Context: an optimization exercise on an open-source flow, tuned for small area. The choices shown serve that exercise and are no tape-out recipe. Where RTL was checked, it was by simulation tests only, not by an equivalence proof against the original. Power and IR drop assume default switching activity.

Setup of v6:
Design bus_sniffer, start of the top module:
module bus_sniffer (
  input  logic                clk_i,
  input  logic                rst_ni,
  input  logic                instr_req_i,
  input  sniffer_pkg::addr_t  instr_addr_i,
  input  sniffer_pkg::data_t  instr_wdata_i,
  input  sniffer_pkg::be_t    instr_be_i,
  input  logic                instr_we_i,
  input  logic                instr_rvalid_i,
  input  sniffer_pkg::data_t  instr_rdata_i,
  input  logic                instr_gnt_i,
  input  logic                data_req_i,
  input  sniffer_pkg::addr_t  data_addr_i,
  input  sniffer_pkg::data_t  data_wdata_i,
  input  sniffer_pkg::be_t    data_be_i,
  input  logic                data_we_i,
  input  logic                data_rvalid_i,
  input  sniffer_pkg::data_t  data_rdata_i,
  input  logic                data_gnt_i,
  output logic                sniffer_tdo_o,
  output logic                sniffer_valid_o
);
  logic   push;
  sniffer_pkg::entry_t cap_entry;
  sniffer_pkg::ts_t    ts;
  logic   pop;
  logic   release_head;
  logic   release_head_next;
  logic   empty;
  sniffer_pkg::entry_t head_entry;
  event_capture u_capture (
    .clk_i     (clk_i),
    .rst_ni    (rst_ni),
    .instr_req_i(instr_req_i),
    .instr_addr_i(instr_addr_i),
    .instr_wdata_i(instr_wdata_i),
    .instr_be_i(instr_be_i),
    .instr_we_i(instr_we_i),
    .instr_rvalid_i(instr_rvalid_i),
    .instr_rdata_i(instr_rdata_i),
    .instr_gnt_i(instr_gnt_i),
  ...
Size: about 3800 cells after synthesis, ~1500 flip-flops, about 210 I/O pins.
export LEC_CHECK = 0
export CAP_MARGIN = 20
export CORE_MARGIN = 2
export CORE_UTILIZATION = 72
export CTS_BUF_LIST = sky130_fd_sc_hd__clkbuf_4 sky130_fd_sc_hd__clkbuf_8
export CTS_CLUSTER_DIAMETER = 60
export CTS_CLUSTER_SIZE = 20
export PLACE_DENSITY = 0.8
export SLEW_MARGIN = 20
create_clock -name core_clock -period 5.0 [get_ports {clk_i}]
standard.sh (not shown) runs the stock make flow with config.mk's settings and CLKGATE_MAP_FILE= SYNTH_SCRIPT=/design/flow/synth_recipe.tcl, a recipe that flattens the netlist after the stock synthesis.
==> flow/flow/run.sh <==
#!/bin/bash
# The standard layout (the standard.sh: standard synthesis, floorplan,
# power grid, placement, CTS, routing), with options the flow settings
# cannot reach:
#  - port buffers are the smallest buffer, buf_1, instead of the delay cell
#    buffer_ports picks by default (every port still gets its own buffer)
#  - CTS (same clustering and buffers as config.mk's CTS settings) without
#    dummy loads; the tree is still an H-tree balanced by CTS
# Each tool's output goes to the ORFS logs under orfs/logs/; make's own
# output is kept in flow_make.log here.
set -euo pipefail
cd "$(dirname "$0")/.."
export CTS_ARGS="-sink_clustering_enable -repair_clock_nets -dont_use_dummy_load -sink_clustering_size 20 -sink_clustering_max_diameter 60 -buf_list {sky130_fd_sc_hd__clkbuf_4 sky130_fd_sc_hd__clkbuf_8}"
export BUFFER_PORTS_ARGS="-buffer_cell sky130_fd_sc_hd__buf_1"
bash standard.sh finish > flow_make.log 2>&1
diff inputs: v6 => v7
--- a/flow/design.v
+++ b/flow/design.v
@@ -49,37 +49,41 @@
   input  sniffer_pkg::data_t  data_wdata_i,
   input  sniffer_pkg::be_t    data_be_i,
   input  logic                data_we_i,
   input  logic                data_rvalid_i,
   input  sniffer_pkg::data_t  data_rdata_i,
   input  logic                data_gnt_i,
+  input  logic                load_i,    
   output logic                push_o,
   output sniffer_pkg::entry_t entry_o,
   output sniffer_pkg::ts_t    ts_o       
 );
   sniffer_pkg::ts_t ts_q;
-  logic win_ir, win_iv, win_dr, win_dv;
+  logic win_ir, win_iv, win_dr, win_dv, win_da;
   always_ff @(posedge clk_i or negedge rst_ni) begin
     if (!rst_ni) begin
       ts_q <= '0;
     end else begin
       ts_q <= ts_q + sniffer_pkg::ts_t'(1);   
     end
   end
   assign ts_o = ts_q;
   always_comb begin
     push_o         = instr_req_i | instr_rvalid_i | data_req_i | data_rvalid_i;
-    entry_o.req    = instr_req_i | (!instr_rvalid_i & data_req_i);
-    entry_o.id1    = !instr_req_i & (instr_rvalid_i | data_req_i);
-    win_ir = instr_req_i;
-    win_iv = !instr_req_i && instr_rvalid_i;
-    win_dr = !instr_req_i && !instr_rvalid_i && data_req_i;
-    win_dv = !instr_req_i && !instr_rvalid_i && !data_req_i;   
-    entry_o.be     = instr_req_i ? instr_be_i : data_be_i;
-    entry_o.addr   = instr_req_i ? instr_addr_i : data_addr_i;
-    entry_o.ts_lo  = ts_q[12-1:0];
+    win_ir = load_i && instr_req_i;
+    win_iv = load_i && !instr_req_i && instr_rvalid_i;
+    win_dr = load_i && !instr_req_i && !instr_rvalid_i && data_req_i;
+    win_dv = load_i && !instr_req_i && !instr_rvalid_i && !data_req_i;   
+    win_da = load_i && !instr_req_i;
+    entry_o.req    = load_i && (instr_req_i || (!instr_rvalid_i && data_req_i));
+    entry_o.id1    = load_i && !instr_req_i && (instr_rvalid_i || data_req_i);
+    entry_o.be     = ({4{win_ir}} & instr_be_i) |
+                     ({4{win_da}} & data_be_i);
+    entry_o.addr   = ({32{win_ir}} & instr_addr_i) |
+                     ({32{win_da}} & data_addr_i);
+    entry_o.ts_lo  = {12{load_i}} & ts_q[12-1:0];
     entry_o.we_gnt = (win_ir & instr_we_i) | (win_iv & instr_gnt_i) |
                      (win_dr & data_we_i) | (win_dv & data_gnt_i);
     entry_o.data   = ({32{win_ir}} & instr_wdata_i) |
                      ({32{win_iv}} & instr_rdata_i) |
                      ({32{win_dr}} & data_wdata_i) |
                      ({32{win_dv}} & data_rdata_i);
@@ -92,12 +96,13 @@
   input  logic                rst_ni,
   input  logic                push_i,
   input  sniffer_pkg::entry_t entry_i,
   input  logic                pop_i,       
   input  logic                release_i,   
   input  logic                release_next_i,   
+  output logic                load0_o,     
   output sniffer_pkg::entry_t head_o,      
   output logic                empty_o
 );
   localparam int Slots = Depth + 1;
   localparam int W     = sniffer_pkg::EntryW;
   localparam int CntW  = $clog2(Depth) + 1;
@@ -131,12 +136,13 @@
     for (int k = Slots - 2; k >= 0; k--) begin
       load[k] = !valid_q[k] || load[k+1];
     end
   end
   assign valid_in = {valid_q[Slots-2:0], push_ok};
   assign slot_in  = {slot_q[Slots-2:0], entry_i};
+  assign load0_o  = load[0];
   always_comb begin
     for (int k = 0; k < Slots; k++) begin
       valid_d[k] = load[k] ? valid_in[k] : valid_q[k];
     end
     stuck_d[Slots-1] = valid_d[Slots-1] && !release_next_i;
     for (int k = Slots - 2; k >= 0; k--) begin
@@ -151,15 +157,20 @@
       valid_q <= valid_d;
       load_q  <= ~stuck_d;
     end
   end
   for (genvar k = 0; k < Slots; k++) begin : g_slot
     always_ff @(posedge clk_i) begin
-      slot_q[k][W-1:1] <= ~(({(W-1){!load[k]}} | slot_in[k][W-1:1]) &
-                            ({(W-1){load_q[k]}} | slot_q[k][W-1:1]));
-      slot_q[k][0]     <= (!load[k] | slot_in[k][0]) & (load_q[k] | slot_q[k][0]);
+      if (k == 0) begin
+        slot_q[k][W-1:1] <= ~(slot_in[k][W-1:1] | ({(W-1){!load_q[k]}} & slot_q[k][W-1:1]));
+        slot_q[k][0]     <= slot_in[k][0] | (!load_q[k] & slot_q[k][0]);
+      end else begin
+        slot_q[k][W-1:1] <= ~(({(W-1){!load[k]}} | slot_in[k][W-1:1]) &
+                              ({(W-1){load_q[k]}} | slot_q[k][W-1:1]));
+        slot_q[k][0]     <= (!load[k] | slot_in[k][0]) & (load_q[k] | slot_q[k][0]);
+      end
     end
   end
   assign head_o = slot_q[Slots-1];
 endmodule
 module frame_serializer (
   input  logic                clk_i,
@@ -295,12 +306,13 @@
 );
   logic   push;
   sniffer_pkg::entry_t cap_entry;
   sniffer_pkg::ts_t    ts;
   logic   pop;
   logic   release_head;
+  logic   load0;
   logic   release_head_next;
   logic   empty;
   sniffer_pkg::entry_t head_entry;
   event_capture u_capture (
     .clk_i     (clk_i),
     .rst_ni    (rst_ni),
@@ -317,12 +329,13 @@
     .data_wdata_i(data_wdata_i),
     .data_be_i (data_be_i),
     .data_we_i (data_we_i),
     .data_rvalid_i(data_rvalid_i),
     .data_rdata_i(data_rdata_i),
     .data_gnt_i(data_gnt_i),
+    .load_i    (load0),
     .push_o    (push),
     .entry_o   (cap_entry),
     .ts_o      (ts)
   );
   frame_fifo #(
     .Depth (16)
@@ -331,12 +344,13 @@
     .rst_ni  (rst_ni),
     .push_i    (push),
     .entry_i   (cap_entry),
     .pop_i     (pop),
     .release_i (release_head),
     .release_next_i (release_head_next),
+    .load0_o   (load0),
     .head_o    (head_entry),
     .empty_o   (empty)
   );
   frame_serializer u_serializer (
     .clk_i           (clk_i),
     .rst_ni          (rst_ni),
==> comparison <==
- Against v6, v7 comes in 0.88 points higher on overall track demand over capacity in global routing.
- There was hardly any difference in layout overhead on the synthesized area between v6 and v7.
- Going from v6 to v7, combinational power grows by about 3%.
- Taking v6 as the reference, in v7 first-pass GRT wire length rose by about 2.2%; routed wire length has increased.
- Looking at least setup slack across all paths after layout across v6 and v7, the one that comes out higher is v7.
- Relative to v6, the final cell area reported for v7 is lower.
- v7 vs. v6: clock tree buffer count of the final layout lower; number of antenna repair diodes lower; routed length per instance higher; sequential cell power roughly the same.
The RTL of v7 was laid out without a check of its function.

what the ideal ports hide:
The results above use ideal ports. As a check the final layouts listed here were re-extracted and re-timed, cells and wires unchanged.
Step 1 assumes that a clkbuf_16 drives the clock port and a buf_2 every other input.
Step 2 moves the port delays by t, midway between the first and last clock arrival at a register: inputs arrive t later, outputs are due t later. That takes back most of the time a late clock gives input paths.
Three values: ideal, step 1, step 2; two values: the first two.
run	shift t [ns]	setup WS [ns]	hold WS [ns]	worst setup path after step 2	slew at the worst register clock pin (ns)
v6	0.756	1.079 / 1.079 / 1.079	0.304 / 0.264 / 0.371	register to register	0.12 / 0.12
v7	0.748	1.113 / 1.113 / 1.113	0.234 / 0.196 / 0.383	register to register	0.12 / 0.12
After both steps setup and hold are still met in every run listed.
